Context: an optimization exercise on an open-source flow, tuned for small area. The choices shown serve that exercise and are no tape-out recipe. Only simulation tests tie the RTL to the original design; equivalence was not proved. Power figures rest on the tool's default switching activity, not on a simulated workload.

== v31 ==
Design wb_subsys, start of the top module:
module wb_subsys #(
	parameter int NUM_BANKS  = 4,
	parameter int FIFO_DEPTH = 4
) (
	input  logic            clk,
	input  logic            rst_n,
	input  logic            evict_i,
	input  wb_pkg::addr_t   evict_addr_i,
	input  wb_pkg::data_t   evict_data_i,
	output logic            evict_afull_o,
	output wb_pkg::axi_id_t awid_o,
	output wb_pkg::addr_t   awaddr_o,
	output logic            awvalid_o,
	input  logic            awready_i,
	output wb_pkg::axi_id_t wid_o,
	output wb_pkg::data_t   wdata_o,
	output logic            wvalid_o,
	input  logic            wready_i
);
	localparam int N     = 10;	 
	localparam int HI_W  = wb_pkg::ADDR_W - 5;	 
	localparam int ENT_W = HI_W + wb_pkg::DATA_W;
	logic [2:0]     cnt_q [4];	 
	logic [3:0]     req_q;	 
	logic [1:0]     last_q;	 
	logic           locked_q;
	logic [N-1:0]   v_q;
	logic [1:0]     bank_q [N];
	logic [1:0]     pos_q  [N];
	logic [ENT_W-1:0] mem  [N];
	logic [1:0] pick;
	logic       found;
	logic [1:0] sel;
	logic       valid;
	logic       handshake;
	logic [3:0] gnt;
	always_comb begin
		pick  = last_q;
		found = 1'b0;
		for (int l = 0; l < 4; l++) begin
			if (last_q == 2'(l)) begin
				for (int i = 1; i <= 4; i++) begin
					if (!found && req_q[(l + i) % 4]) begin
						pick  = 2'((l + i) % 4);
						found = 1'b1;
					end
				end
			end
		end
	end
	assign sel       = locked_q ? last_q : pick;
	assign valid     = locked_q || found;
	assign handshake = valid && awready_i && wready_i;
	always_comb begin
		for (int k = 0; k < 4; k++) gnt[k] = handshake && (sel == 2'(k));
	end
	always_ff @(posedge clk) begin
		if (!rst_n) begin
			last_q   <= '0;
			locked_q <= 1'b0;
		end else if (valid) begin
			last_q   <= sel;
			locked_q <= !handshake;
		end
	end
	logic [1:0]   pb;
	logic [2:0]   pcnt;
	logic         push;
	logic [3:0]   push_k;
	logic [N-1:0] we;
	logic [1:0]   new_pos;
	assign pb   = evict_addr_i[4:3];
	assign pcnt = cnt_q[pb];
	assign push = evict_i && !(pcnt[2] && !pcnt[0]);	 
	always_comb begin
		for (int k = 0; k < 4; k++) push_k[k] = push && (pb == 2'(k));
	end
	assign new_pos = gnt[pb] ? {pcnt[2], pcnt[1]} : {pcnt[1], pcnt[0] && !pcnt[2]};
	always_comb begin
		logic taken;
		taken = 1'b0;
		for (int i = 0; i < N; i++) begin
			we[i] = push && !v_q[i] && !taken;
			taken = taken || !v_q[i];
  ...
Size in the first run: roughly 1700 cells after synthesis, ~980 flip-flops, about 210 I/O pins, ~0.035 sq mm of cells after synthesis.
export LEC_CHECK = 0
export CAP_MARGIN = 0
export CORE_MARGIN = 2
export CORE_UTILIZATION = 40
export CTS_BUF_LIST = sky130_fd_sc_hd__clkbuf_8
export SLEW_MARGIN = 0
export SYNTH_HIERARCHICAL = 1
export SYNTH_MINIMUM_KEEP_SIZE = 0
create_clock -name core_clock -period 6.0 [get_ports {clk}]
standard.sh (not shown) runs the stock make flow with config.mk's settings and CLKGATE_MAP_FILE= SYNTH_SCRIPT=/design/flow/synth_recipe.tcl, a recipe that flattens the netlist after the stock synthesis.
==> flow/flow/run.sh <==
#!/bin/bash
# Standard ORFS layout with two changes: port buffers use the smallest buffer
# cell, and CTS uses larger sink clusters without dummy loads.
set -o pipefail
export BUFFER_PORTS_ARGS="-buffer_cell sky130_fd_sc_hd__buf_1"
export CTS_ARGS="-sink_clustering_enable -repair_clock_nets -buf_list {sky130_fd_sc_hd__clkbuf_4 sky130_fd_sc_hd__clkbuf_8} -sink_clustering_size 18 -sink_clustering_max_diameter 60 -dont_use_dummy_load"
bash standard.sh > standard.log 2>&1
Per the final summary, v31 finished and its layout is clean on timing, DRC and antenna.
For v11, these inputs were changed with respect to v31:
-- flow/flow/run.sh --
<<< v31, line 6
export CTS_ARGS="-sink_clustering_enable -repair_clock_nets -buf_list {sky130_fd_sc_hd__clkbuf_4 sky130_fd_sc_hd__clkbuf_8} -sink_clustering_size 18 -sink_clustering_max_diameter 60 -dont_use_dummy_load"
>>> v11, line 6
export CTS_ARGS="-sink_clustering_enable -repair_clock_nets -buf_list sky130_fd_sc_hd__clkbuf_16 -sink_clustering_size 36 -sink_clustering_max_diameter 60 -dont_use_dummy_load"
- v11 ended with every stage complete and zero timing, DRC or antenna violations.
- Comparing v11 against v31, there is no change at all in number of standard cells after synthesis.
- Re share of synthesized cell area in full adder, half adder and majority cells: no difference whatsoever between v31 and v11.
- The higher final wirelength of v11 and v31 is in v31.
- For the worst setup slack, v11 came in 0.075 ns higher than v31 did.
- v11 gives less time the worst path needs with I/O delays and setup than v31 did.
- v11 ends up with higher utilization than v31 does.
Input changes introduced in v7 (baseline for comparison: v11):
Settings: a change of CORE_UTILIZATION from 40 to 50; a deleted CTS_BUF_LIST that had been sky130_fd_sc_hd__clkbuf_8.
-- flow/flow/run.sh --
<<< v11, line 6
export CTS_ARGS="-sink_clustering_enable -repair_clock_nets -buf_list sky130_fd_sc_hd__clkbuf_16 -sink_clustering_size 36 -sink_clustering_max_diameter 60 -dont_use_dummy_load"
>>> v7, line 6
export CTS_ARGS="-sink_clustering_enable -repair_clock_nets -buf_list sky130_fd_sc_hd__clkbuf_8 -sink_clustering_size 19 -sink_clustering_max_diameter 60 -dont_use_dummy_load"
==> results.txt <==
v7 closes out successfully: all stages finished, all timing, DRC and antenna checks passed. NOTE y dimension of the die v11->v7 decreased by more than 10%. From v11 to v7 the numbers moved as follows: detailed-route wire length lower, clock buffer instance count of the final layout higher.
diff inputs: v7 => v52
Settings: CTS_BUF_LIST: unset -> sky130_fd_sc_hd__clkbuf_8; CORE_UTILIZATION: 50 -> 40.
-- flow/flow/run.sh --
<<< v7, line 6
export CTS_ARGS="-sink_clustering_enable -repair_clock_nets -buf_list sky130_fd_sc_hd__clkbuf_8 -sink_clustering_size 19 -sink_clustering_max_diameter 60 -dont_use_dummy_load"
>>> v52, line 6
export CTS_ARGS="-sink_clustering_enable -repair_clock_nets -buf_list sky130_fd_sc_hd__clkbuf_8 -sink_clustering_size 21 -sink_clustering_max_diameter 50 -dont_use_dummy_load"
--- outcome ---
Delta (v52 minus v7): routed wire length increased by 4.6% relative to the old numbers; via count of the first global-routing pass increased by 230 relative to the old numbers. Compared v52 vs v7, and area added between synthesis and finish is up in v52. Summary of v52 over v7: distinct cell type count of the synthesized netlist neither gained nor lost much, global-route usage went down, total CTS buffers saw an increase. Of v52 and v7, it is v52 that has the higher antenna diode instance count. Share of the clock period used by the worst path after layout: v52 < v7. Per the comparison of v52 with v7, source-to-sink clock delay at the later pin of the worst-skew pair decreased by 0.05 ns relative to the old numbers; post-layout worst setup margin increased by 0.20 ns relative to the old numbers; design area increased by 1.5% relative to the old numbers.
Input changes introduced in v46 (baseline for comparison: v52):
Settings: PLACE_DENSITY: unset -> 0.7; CORE_UTILIZATION: 40 -> 60; CTS_BUF_LIST: sky130_fd_sc_hd__clkbuf_8 -> unset.
-- flow/flow/run.sh --
<<< v52, line 6
export CTS_ARGS="-sink_clustering_enable -repair_clock_nets -buf_list sky130_fd_sc_hd__clkbuf_8 -sink_clustering_size 21 -sink_clustering_max_diameter 50 -dont_use_dummy_load"
>>> v46, line 6
export CTS_ARGS="-sink_clustering_enable -repair_clock_nets -buf_list sky130_fd_sc_hd__clkbuf_8 -sink_clustering_size 19 -sink_clustering_max_diameter 60 -dont_use_dummy_load"
## What came out
- Summary: total die area, v46 better than v52
- Comparing v52 and v46, height of the die is lower on v46.
- Number of fillers in the final layout of v46 falls short of that of v52 by more than a quarter.
- Re clock power share: v46 is 2.4 points down on v52.
- Min power across v52 and v46: v46
- | total global-route track usage | v46 vs v52 | 7.2 points higher |
- On v46: endpoint arrival time on the critical path is 0.23 ns higher than what v52 gave.
- Combined area of all synthesized cells: v52 vs v46 identical
- Vias after detailed routing of v46 is on par with v52.
--- input diff v46..v15 ---
Settings: PLACE_DENSITY: 0.7 -> 0.72; CORE_UTILIZATION: 60 -> 40.
-- flow/flow/run.sh --
<<< v46, line 6
export CTS_ARGS="-sink_clustering_enable -repair_clock_nets -buf_list sky130_fd_sc_hd__clkbuf_8 -sink_clustering_size 19 -sink_clustering_max_diameter 60 -dont_use_dummy_load"
>>> v15, line 6
export CTS_ARGS="-sink_clustering_enable -repair_clock_nets -buf_list sky130_fd_sc_hd__clkbuf_8 -sink_clustering_size 18 -sink_clustering_max_diameter 60 -dont_use_dummy_load"
==> results.txt <==
Looking only at worst path arrival time, and setting everything else aside, the lower value of v15 and v46 goes to v46. When v15 is measured against v46, its power in combinational cells turns out about 2% higher. Taking v46 as the reference point, the register fraction of the total cell area of v15 falls by 1.5 points.

what the ideal ports hide:
In the flow no input, the clock included, has a driving cell. The finished layouts below were timed again as built, in two steps.
Step 1 (the two cells are an assumption about what drives the block):
set clk [get_ports {clk}]
set_driving_cell -lib_cell sky130_fd_sc_hd__clkbuf_16 $clk
set_driving_cell -lib_cell sky130_fd_sc_hd__buf_2 [delete_from_list [all_inputs] $clk]
Step 2 times the ports against the registers' clock, not the clock port: input delays grow and output delays shrink by t, the midpoint of the rising clock arrivals with the driver on.
a / b / c = ideal / step 1 / step 2; a / b = the first two.
run	t, ns	slack for setup (ns)	hold WS [ns]	worst register clock-pin slew, ns	pins driven straight from the clock port
v31	0.724	0.514 / 0.452 / 1.176	0.511 / 0.511 / 0.511	0.11 / 0.11	1
v11	0.671	0.590 / 0.520 / 1.192	0.505 / 0.505 / 0.505	0.12 / 0.12	1
v7	0.761	0.327 / 0.262 / 1.023	0.528 / 0.528 / 0.528	0.12 / 0.12	1
v52	0.721	0.529 / 0.468 / 1.189	0.505 / 0.505 / 0.505	0.12 / 0.12	1
v46	0.759	0.299 / 0.237 / 0.996	0.531 / 0.531 / 0.531	0.12 / 0.12	1
v15	0.714	0.263 / 0.201 / 0.915	0.512 / 0.512 / 0.512	0.11 / 0.11	1
After both steps setup and hold are still met in every run listed.
